What follows belongs to an exercise in optimizing a design on an open flow for small area, a short achievable clock period and few clock cycles; a production flow would make more cautious choices. At most, simulation tests tie the RTL to the original design; equivalence was not proved. No activity file was given, so power comes from the tool's default toggle rates.

## aluTop
module aluTop (
	input  logic        clk,
	input  logic        rstN,
	input  logic        cyc,
	input  logic        stb,
	input  logic        we,
	input  logic [2:0]  adr,
	input  logic [31:0] datWr,
	output logic [31:0] datRd,
	output logic        ack
);
For scale: about 85 flip-flops, ~73 I/O pins.
==> module aluTop, before the edit <==
module aluTop (
	input  logic        clk,
	input  logic        rstN,
	input  logic        cyc,
	input  logic        stb,
	input  logic        we,
	input  logic [2:0]  adr,
	input  logic [31:0] datWr,
	output logic [31:0] datRd,
	output logic        ack
);
	logic [15:0] opA, opB;
	logic [3:0]  opCode;
	logic [15:0] accH, accL;         
	logic [3:0]  cnt;                
	logic        mMul, mDiv;         
	logic        first;              
	logic        aLtB;               
	logic req, wrA, wrB, wrOp;
	assign req  = cyc & stb & ~ack;
	assign wrA  = req & we & (adr == 3'd0);
	assign wrB  = req & we & (adr == 3'd1);
	assign wrOp = req & we & (adr == 3'd2);
	logic nMul, nDiv, opLoad, load;
	assign nMul   = (datWr[3:0] == 4'd2);
	assign nDiv   = (datWr[3:0] == 4'd3) | (datWr[3:0] == 4'd4);
	assign opLoad = wrOp & ~((nMul & mMul) | (nDiv & mDiv));
	assign load   = wrA | wrB | opLoad;
	logic [15:0] hIn, lIn;
	assign hIn = first ? 16'd0 : accH;
	assign lIn = first ? opA : accL;
	logic [17:0] mulSum;
	logic [15:0] mulH, mulL;
	always_comb begin
		logic [17:0] x, y, z, s, c;
		logic        k;
		x = {2'd0, hIn};
		y = {2'd0, opB & {16{lIn[0]}}};
		z = {1'd0, opB & {16{lIn[1]}}, 1'b0};
		s = x ^ y ^ z;
		c = {(x[16:0] & y[16:0]) | (x[16:0] & z[16:0]) | (y[16:0] & z[16:0]), 1'b0};
		mulSum = s + c;
	end
	assign mulH   = mulSum[17:2];
	assign mulL   = {mulSum[1:0], lIn[15:2]};
	function automatic logic [16:0] divStep(input logic [15:0] r, input logic a,
			input logic [15:0] b);
		logic [17:0] d;
		d = {1'b0, r, a} - {2'd0, b};
		divStep = d[17] ? {1'b0, r[14:0], a} : {1'b1, d[15:0]};
	endfunction
	logic [16:0] st1, st2;
	logic [15:0] divH, divL;
	assign st1  = divStep(hIn, lIn[15], opB);
	assign st2  = divStep(st1[15:0], lIn[14], opB);
	assign divH = st2[15:0];
	assign divL = {lIn[13:0], st1[16], st2[16]};
	logic        sub;
	logic [16:0] asSum;
	logic [15:0] asH;
	assign sub   = opCode[0] | mDiv;
	always_comb begin
		logic [15:0] y;
		logic        k;
		y = opB ^ {16{sub}};
		k = sub;
		for (int i = 0; i < 16; i++) begin
			asSum[i] = opA[i] ^ y[i] ^ k;
			k = (opA[i] & y[i]) | (opA[i] & k) | (y[i] & k);
		end
		asSum[16] = k;
	end
	assign asH   = {{15{sub & ~asSum[16]}}, asSum[16] ^ sub};
	logic bZero, quick;
	assign bZero = (opB == 16'd0);
	assign quick = mDiv & (aLtB | bZero) & (cnt == 4'd7);
	logic doneNow;
	assign doneNow = first ? ~(mMul | mDiv) : (quick | (cnt <= 4'd1));
	logic isOp0, isOp1, isOp2, isOp3, isOp4, ovf;
	assign isOp0 = (opCode == 4'd0);
	assign isOp1 = (opCode == 4'd1);
	assign isOp2 = (opCode == 4'd2);
	assign isOp3 = (opCode == 4'd3);
	assign isOp4 = (opCode == 4'd4);
	assign ovf   = (opA[15] == opB[15]) & (asSum[15] != opA[15]);
	logic sA, sB, sO, sL, sHL, sHH, sZ, sV;
	always_ff @(posedge clk) begin
		if (!rstN) begin
			ack    <= 1'b0;
			opA    <= '0;
			opB    <= '0;
			opCode <= '0;
			mMul   <= 1'b0;
			mDiv   <= 1'b0;
			cnt    <= 4'd0;
			first  <= 1'b1;
		end else begin
			first <= load;
			ack <= req & (we | (adr != 3'd3) | doneNow);
			if (wrA) opA <= datWr[15:0];
			if (wrB) opB <= datWr[15:0];
			if (wrOp) begin
				opCode <= datWr[3:0];
				mMul   <= nMul;
				mDiv   <= nDiv;
			end
			if (first)           cnt <= (mMul | mDiv) ? 4'd7 : 4'd0;
			else if (quick)      cnt <= 4'd0;
			else if (cnt != '0)  cnt <= cnt - 4'd1;
		end
	end
	always_ff @(posedge clk) begin
		if (first | (cnt != '0)) begin
			accH <= mMul ? mulH : quick ? opA : mDiv ? divH : asH;
			accL <= mMul ? mulL : quick ? {16{bZero}} : mDiv ? divL : asSum[15:0];
		end
		aLtB <= ~asSum[16];
	end
	always_ff @(posedge clk) begin
		sA  <= (adr == 3'd0);
		sB  <= (adr == 3'd1);
		sO  <= (adr == 3'd2);
		sL  <= (adr == 3'd3) & (isOp0 | isOp1 | isOp2 | isOp3);
		sHL <= (adr == 3'd3) & isOp4;
		sHH <= (adr == 3'd3) & (isOp0 | isOp1 | isOp2);
		sZ  <= (adr == 3'd4) & (isOp3 | isOp4) & bZero;
		sV  <= (adr == 3'd4) & isOp0 & ovf;
	end
	assign datRd[31:16] = {16{sHH}} & accH;
	assign datRd[15:0]  = ({16{sA}} & opA) | ({16{sB}} & opB) | ({12'd0, {4{sO}} & opCode}) |
		({16{sL}} & accL) | ({16{sHL}} & accH) | {14'd0, sZ, sV};
endmodule
export LEC_CHECK = 0
export ABC_CLOCK_PERIOD_IN_PS = 8000
export CAP_MARGIN = 20
export CORE_MARGIN = 2
export CORE_UTILIZATION = 65
export CTS_BUF_LIST = sky130_fd_sc_hd__clkbuf_8
export SLEW_MARGIN = 60
create_clock -name core_clock -period 45.0 [get_ports {clk}]
standard.sh (not shown) runs the stock make flow with config.mk's settings and CLKGATE_MAP_FILE= SYNTH_SCRIPT=/design/flow/synth_recipe.tcl, a recipe that flattens the netlist after the stock synthesis.
==> flow/flow/run.sh <==
#!/bin/bash
# Standard layout (the standard.sh, unchanged synthesis and steps), with
# plain buf_2 cells as the port buffers in place of the delay buffers that
# buffer_ports picks by default. Every input and output port is still buffered.
export BUFFER_PORTS_ARGS="-buffer_cell sky130_fd_sc_hd__buf_2"
bash standard.sh > standard.log 2>&1
Testbench counts at the start, summed over its fixed seeds: cycles 50,126.
Edit:
--- a/flow/design.v
+++ b/flow/design.v
@@ -99,5 +99,5 @@
 	logic bZero, quick;
 	assign bZero = (opB == 16'd0);
-	assign quick = mDiv & (aLtB | bZero) & (cnt == 4'd7);
+	assign quick = ((mDiv & (aLtB | bZero)) | (mMul & (bZero | (opA == 16'd0)))) & (cnt == 4'd7);
 	logic doneNow;
 	assign doneNow = first ? ~(mMul | mDiv) : (quick | (cnt <= 4'd1));
@@ -137,6 +137,6 @@
 	always_ff @(posedge clk) begin
 		if (first | (cnt != '0)) begin
-			accH <= mMul ? mulH : quick ? opA : mDiv ? divH : asH;
-			accL <= mMul ? mulL : quick ? {16{bZero}} : mDiv ? divL : asSum[15:0];
+			accH <= quick ? (mDiv ? opA : 16'd0) : mMul ? mulH : mDiv ? divH : asH;
+			accL <= quick ? {16{bZero & mDiv}} : mMul ? mulL : mDiv ? divL : asSum[15:0];
 		end
 		aLtB <= ~asSum[16];
Outcome: The changed run completed without violations. Count of clock-buffer cells in the layout shrinks by 2. First-iteration DRC count grows by 11%. Via count grows by 8.9%. Synthesized area grows by 3.5%. Register-to-register slack hardly moves. Sequential power shrinks by 6.6%. Cell area grows by 3.3%. Synthesized cell count grows by 9.7%. Critical path depth is unchanged. Hold slack loses 37 ps. Global-route usage barely changes. Clock skew shrinks by 6.8 ps.
Only the layout flow was run in the second run of this note; the RTL was not checked for function there.

========
north:
The RTL this note starts from:
==> flow/design.v <==
`default_nettype none
package aluPkg;
	localparam int dataWidth = 16;
	localparam int busWidth = 32;
	localparam int addrWidth = 3;
	typedef enum logic [3:0] {
		opAdd = 4'd0,
		opSub = 4'd1,
		opMul = 4'd2,
		opDiv = 4'd3,
		opMod = 4'd4
	} aluOp_t;
	typedef enum logic [addrWidth-1:0] {
		regOperandA = 3'd0,
		regOperandB = 3'd1,
		regOpcode   = 3'd2,
		regResult   = 3'd3,
		regStatus   = 3'd4
	} regAddr_t;
	localparam int statusOverflowBit = 0;
	localparam int statusZeroDivBit  = 1;
endpackage
`default_nettype wire
`timescale 1ns/10ps
`default_nettype none
module aluTop (
	input  logic        clk,
	input  logic        rstN,
	input  logic        cyc,
	input  logic        stb,
	input  logic        we,
	input  logic [2:0]  adr,
	input  logic [31:0] datWr,
	output logic [31:0] datRd,
	output logic        ack
);
	logic [15:0] opA, opB;
	logic [3:0]  opCode;
	logic [15:0] accH, accL;         
	logic [3:0]  cnt;                
	logic        mMul, mDiv;         
	logic        first;              
	logic req, wrA, wrB, wrOp;
	assign req  = cyc & stb & ~ack;
	assign wrA  = req & we & (adr == 3'd0);
	assign wrB  = req & we & (adr == 3'd1);
	assign wrOp = req & we & (adr == 3'd2);
	logic nMul, nDiv, opLoad, load;
	assign nMul   = (datWr[3:0] == 4'd2);
	assign nDiv   = (datWr[3:0] == 4'd3) | (datWr[3:0] == 4'd4);
	assign opLoad = wrOp & ~((nMul & mMul) | (nDiv & mDiv));
	assign load   = wrA | wrB | opLoad;
	logic [15:0] hIn, lIn;
	assign hIn = first ? 16'd0 : accH;
	assign lIn = first ? opA : accL;
	logic [17:0] mulSum;
	logic [15:0] mulH, mulL;
	always_comb begin
		logic [17:0] x, y, z, s, c;
		logic        k;
		x = {2'd0, hIn};
		y = {2'd0, opB & {16{lIn[0]}}};
		z = {1'd0, opB & {16{lIn[1]}}, 1'b0};
		s = x ^ y ^ z;
		c = {(x[16:0] & y[16:0]) | (x[16:0] & z[16:0]) | (y[16:0] & z[16:0]), 1'b0};
		mulSum = s + c;
	end
	assign mulH   = mulSum[17:2];
	assign mulL   = {mulSum[1:0], lIn[15:2]};
	function automatic logic [16:0] divStep(input logic [15:0] r, input logic a,
			input logic [15:0] b);
		logic [17:0] d;
		d = {1'b0, r, a} - {2'd0, b};
		divStep = d[17] ? {1'b0, r[14:0], a} : {1'b1, d[15:0]};
	endfunction
	logic [16:0] st1, st2;
	logic [15:0] divH, divL;
	assign st1  = divStep(hIn, lIn[15], opB);
	assign st2  = divStep(st1[15:0], lIn[14], opB);
	assign divH = st2[15:0];
	assign divL = {lIn[13:0], st1[16], st2[16]};
	logic        sub;
	logic [16:0] asSum;
	logic [15:0] asH;
	assign sub   = opCode[0];
	always_comb begin
		logic [15:0] y;
		logic        k;
		y = opB ^ {16{sub}};
		k = sub;
		for (int i = 0; i < 16; i++) begin
			asSum[i] = opA[i] ^ y[i] ^ k;
			k = (opA[i] & y[i]) | (opA[i] & k) | (y[i] & k);
		end
		asSum[16] = k;
	end
	assign asH   = {{15{sub & ~asSum[16]}}, asSum[16] ^ sub};
	logic doneNow;
	assign doneNow = first ? ~(mMul | mDiv) : (cnt <= 4'd1);
	logic isOp0, isOp1, isOp2, isOp3, isOp4, ovf;
	assign isOp0 = (opCode == 4'd0);
	assign isOp1 = (opCode == 4'd1);
	assign isOp2 = (opCode == 4'd2);
	assign isOp3 = (opCode == 4'd3);
	assign isOp4 = (opCode == 4'd4);
	assign ovf   = (opA[15] == opB[15]) & (asSum[15] != opA[15]);
	logic sA, sB, sO, sL, sHL, sHH, sZ, sV;
	always_ff @(posedge clk) begin
		if (!rstN) begin
			ack    <= 1'b0;
			opA    <= '0;
			opB    <= '0;
			opCode <= '0;
			mMul   <= 1'b0;
			mDiv   <= 1'b0;
			cnt    <= 4'd0;
			first  <= 1'b1;
		end else begin
			first <= load;
			ack <= req & (we | (adr != 3'd3) | doneNow);
			if (wrA) opA <= datWr[15:0];
			if (wrB) opB <= datWr[15:0];
			if (wrOp) begin
				opCode <= datWr[3:0];
				mMul   <= nMul;
				mDiv   <= nDiv;
			end
			if (first)           cnt <= (mMul | mDiv) ? 4'd7 : 4'd0;
			else if (cnt != '0)  cnt <= cnt - 4'd1;
		end
	end
	always_ff @(posedge clk) begin
		if (first | (cnt != '0)) begin
			accH <= mMul ? mulH : mDiv ? divH : asH;
			accL <= mMul ? mulL : mDiv ? divL : asSum[15:0];
		end
	end
	always_ff @(posedge clk) begin
		sA  <= (adr == 3'd0);
		sB  <= (adr == 3'd1);
		sO  <= (adr == 3'd2);
		sL  <= (adr == 3'd3) & (isOp0 | isOp1 | isOp2 | isOp3);
		sHL <= (adr == 3'd3) & isOp4;
		sHH <= (adr == 3'd3) & (isOp0 | isOp1 | isOp2);
		sZ  <= (adr == 3'd4) & (isOp3 | isOp4) & (opB == 16'd0);
		sV  <= (adr == 3'd4) & isOp0 & ovf;
	end
	assign datRd[31:16] = {16{sHH}} & accH;
	assign datRd[15:0]  = ({16{sA}} & opA) | ({16{sB}} & opB) | ({12'd0, {4{sO}} & opCode}) |
		({16{sL}} & accL) | ({16{sHL}} & accH) | {14'd0, sZ, sV};
endmodule
`default_nettype wire
clock: 45.0 ns
lec_check: 0
abc_clock_period_in_ps: 8000
cap_margin: 20
core_margin: 2
core_utilization: 40
slew_margin: 20
run.sh (not shown) runs the stock make flow with config.mk's settings and CLKGATE_MAP_FILE= SYNTH_SCRIPT=/design/flow/synth_recipe.tcl, a recipe that flattens the netlist after the stock synthesis.
Stock flow here: none of the scripts above is used.
north: flow completed, timing, DRC and antenna clean
Setup changes, north to south
-- flow/design.v --
<<< north, line 40
	logic [3:0]  cnt;                
	logic        mMul, mDiv;         
	logic        first;              
	logic req, wrA, wrB, wrOp;
	assign req  = cyc & stb & ~ack;
>>> south, line 40
	logic [3:0]  cnt;                
	logic        mMul, mDiv;         
	logic req, wrA, wrB, wrOp;
	assign req  = cyc & stb & ~ack;
<<< north, line 51
	assign opLoad = wrOp & ~((nMul & mMul) | (nDiv & mDiv));
	assign load   = wrA | wrB | opLoad;
	logic [15:0] hIn, lIn;
	assign hIn = first ? 16'd0 : accH;
	assign lIn = first ? opA : accL;
	logic [17:0] mulSum;
	logic [15:0] mulH, mulL;
	always_comb begin
		logic [17:0] x, y, z, s, c;
		logic        k;
		x = {2'd0, hIn};
		y = {2'd0, opB & {16{lIn[0]}}};
		z = {1'd0, opB & {16{lIn[1]}}, 1'b0};
		s = x ^ y ^ z;
		c = {(x[16:0] & y[16:0]) | (x[16:0] & z[16:0]) | (y[16:0] & z[16:0]), 1'b0};
		mulSum = s + c;
	end
	assign mulH   = mulSum[17:2];
	assign mulL   = {mulSum[1:0], lIn[15:2]};
	function automatic logic [16:0] divStep(input logic [15:0] r, input logic a,
			input logic [15:0] b);
>>> south, line 50
	assign opLoad = wrOp & ~((nMul & mMul) | (nDiv & mDiv));
	assign load   = wrA | wrB | opLoad;
	logic [19:0] mulSum;
	logic [15:0] mulH, mulL;
	assign mulSum = {4'd0, accH} + opB * accL[3:0];
	assign mulH   = mulSum[19:4];
	assign mulL   = {mulSum[3:0], accL[15:4]};
	function automatic logic [16:0] divStep(input logic [15:0] r, input logic a,
			input logic [15:0] b);
<<< north, line 76
	logic [16:0] st1, st2;
	logic [15:0] divH, divL;
	assign st1  = divStep(hIn, lIn[15], opB);
	assign st2  = divStep(st1[15:0], lIn[14], opB);
	assign divH = st2[15:0];
	assign divL = {lIn[13:0], st1[16], st2[16]};
	logic        sub;
	logic [16:0] asSum;
	logic [15:0] asH;
	assign sub   = opCode[0];
	always_comb begin
		logic [15:0] y;
		logic        k;
		y = opB ^ {16{sub}};
		k = sub;
		for (int i = 0; i < 16; i++) begin
			asSum[i] = opA[i] ^ y[i] ^ k;
			k = (opA[i] & y[i]) | (opA[i] & k) | (y[i] & k);
		end
		asSum[16] = k;
	end
	assign asH   = {{15{sub & ~asSum[16]}}, asSum[16] ^ sub};
	logic doneNow;
	assign doneNow = first ? ~(mMul | mDiv) : (cnt <= 4'd1);
	logic isOp0, isOp1, isOp2, isOp3, isOp4, ovf;
	assign isOp0 = (opCode == 4'd0);
>>> south, line 63
	logic [16:0] st1, st2;
	logic [15:0] divH, divL;
	assign st1  = divStep(accH, accL[15], opB);
	assign st2  = divStep(st1[15:0], accL[14], opB);
	assign divH = st2[15:0];
	assign divL = {accL[13:0], st1[16], st2[16]};
	logic        sub;
	logic [16:0] asSum;
	logic [15:0] asH;
	assign sub   = opCode[0];
	assign asSum = {1'b0, opA} + {1'b0, opB ^ {16{sub}}} + 17'(sub);
	assign asH   = {{15{sub & ~asSum[16]}}, asSum[16] ^ sub};
	logic doneNow;
	assign doneNow = (cnt <= 4'd1);
	logic isOp0, isOp1, isOp2, isOp3, isOp4, ovf;
	assign isOp0 = (opCode == 4'd0);
<<< north, line 114
			mMul   <= 1'b0;
			mDiv   <= 1'b0;
			cnt    <= 4'd0;
			first  <= 1'b1;
		end else begin
			first <= load;
			ack <= req & (we | (adr != 3'd3) | doneNow);
			if (wrA) opA <= datWr[15:0];
>>> south, line 91
			mMul   <= 1'b0;
			mDiv   <= 1'b0;
			cnt    <= 4'd1;
		end else begin
			ack <= req & (we | (adr != 3'd3) | doneNow);
			if (wrA) opA <= datWr[15:0];
<<< north, line 126
				mDiv   <= nDiv;
			end
			if (first)           cnt <= (mMul | mDiv) ? 4'd7 : 4'd0;
			else if (cnt != '0)  cnt <= cnt - 4'd1;
		end
	end
	always_ff @(posedge clk) begin
		if (first | (cnt != '0)) begin
			accH <= mMul ? mulH : mDiv ? divH : asH;
			accL <= mMul ? mulL : mDiv ? divL : asSum[15:0];
>>> south, line 101
				mDiv   <= nDiv;
			end
			if (wrA | wrB)       cnt <= mDiv ? 4'd8 : mMul ? 4'd4 : 4'd1;
			else if (opLoad)     cnt <= nDiv ? 4'd8 : nMul ? 4'd4 : 4'd1;
			else if (cnt != '0)  cnt <= cnt - 4'd1;
		end
	end
	always_ff @(posedge clk) begin
		if (load) begin
			accH <= 16'd0;
			accL <= wrA ? datWr[15:0] : opA;
		end else if (cnt != '0) begin
			accH <= mMul ? mulH : mDiv ? divH : asH;
			accL <= mMul ? mulL : mDiv ? divL : asSum[15:0];
Findings:
On initial core utilization, north tracks south almost exactly. north ended up with sB as its startpoint of the most critical setup path; south ended up with datWr[0]. Higher share of synthesized area occupied by flip-flops and latches was reported by north, not south. Cmp north and south / compound-gate portion of the synthesized area / lower: north. [compare] base=north new=south: depth of the most critical reg-to-reg path went down by 3; post-synthesis share of cell area spent on full adders, half adders and majority gates went up by 4.1 points; count of unresolved DRC violations after routing was more or less identical; wire length reported by the detailed router went up by 5.6 mm.
No functional check of the RTL was part of any run of this note.

[re-timing with driven ports]
In the flow no input, the clock included, has a driving cell. The finished layouts below were timed again as built, in two steps.
Step 1, drivers: a clkbuf_16 drives clk and a buf_2 each remaining input, both assumed.
Step 2 times the ports against the registers' clock, not the clock port: input delays grow and output delays shrink by t, the midpoint of the rising clock arrivals with the driver on.
a / b / c = ideal ports / drivers / drivers and shift; a / b = the first two.
run | shift t [ns] | setup slack, ns | hold WS [ns] | worst data-port slew with drivers (ns)
the first run of note 1 | 0.387 | 34.552 / 34.519 / 34.322 | 0.559 / 0.559 / 0.559 | 0.03
the second run of note 1 | 0.403 | 34.496 / 34.463 / 34.384 | 0.522 / 0.522 / 0.522 | 0.03
north | 0.376 | 33.932 / 33.896 / 33.940 | 0.544 / 0.544 / 0.544 | 0.04
south | 0.393 | 32.702 / 32.721 / 32.328 | 0.543 / 0.543 / 0.543 | 0.06
After both steps every run listed still meets setup and hold. For south, which loses most, drivers alone change the setup slack by +0.019 ns; drivers and shift together by -0.374 ns.
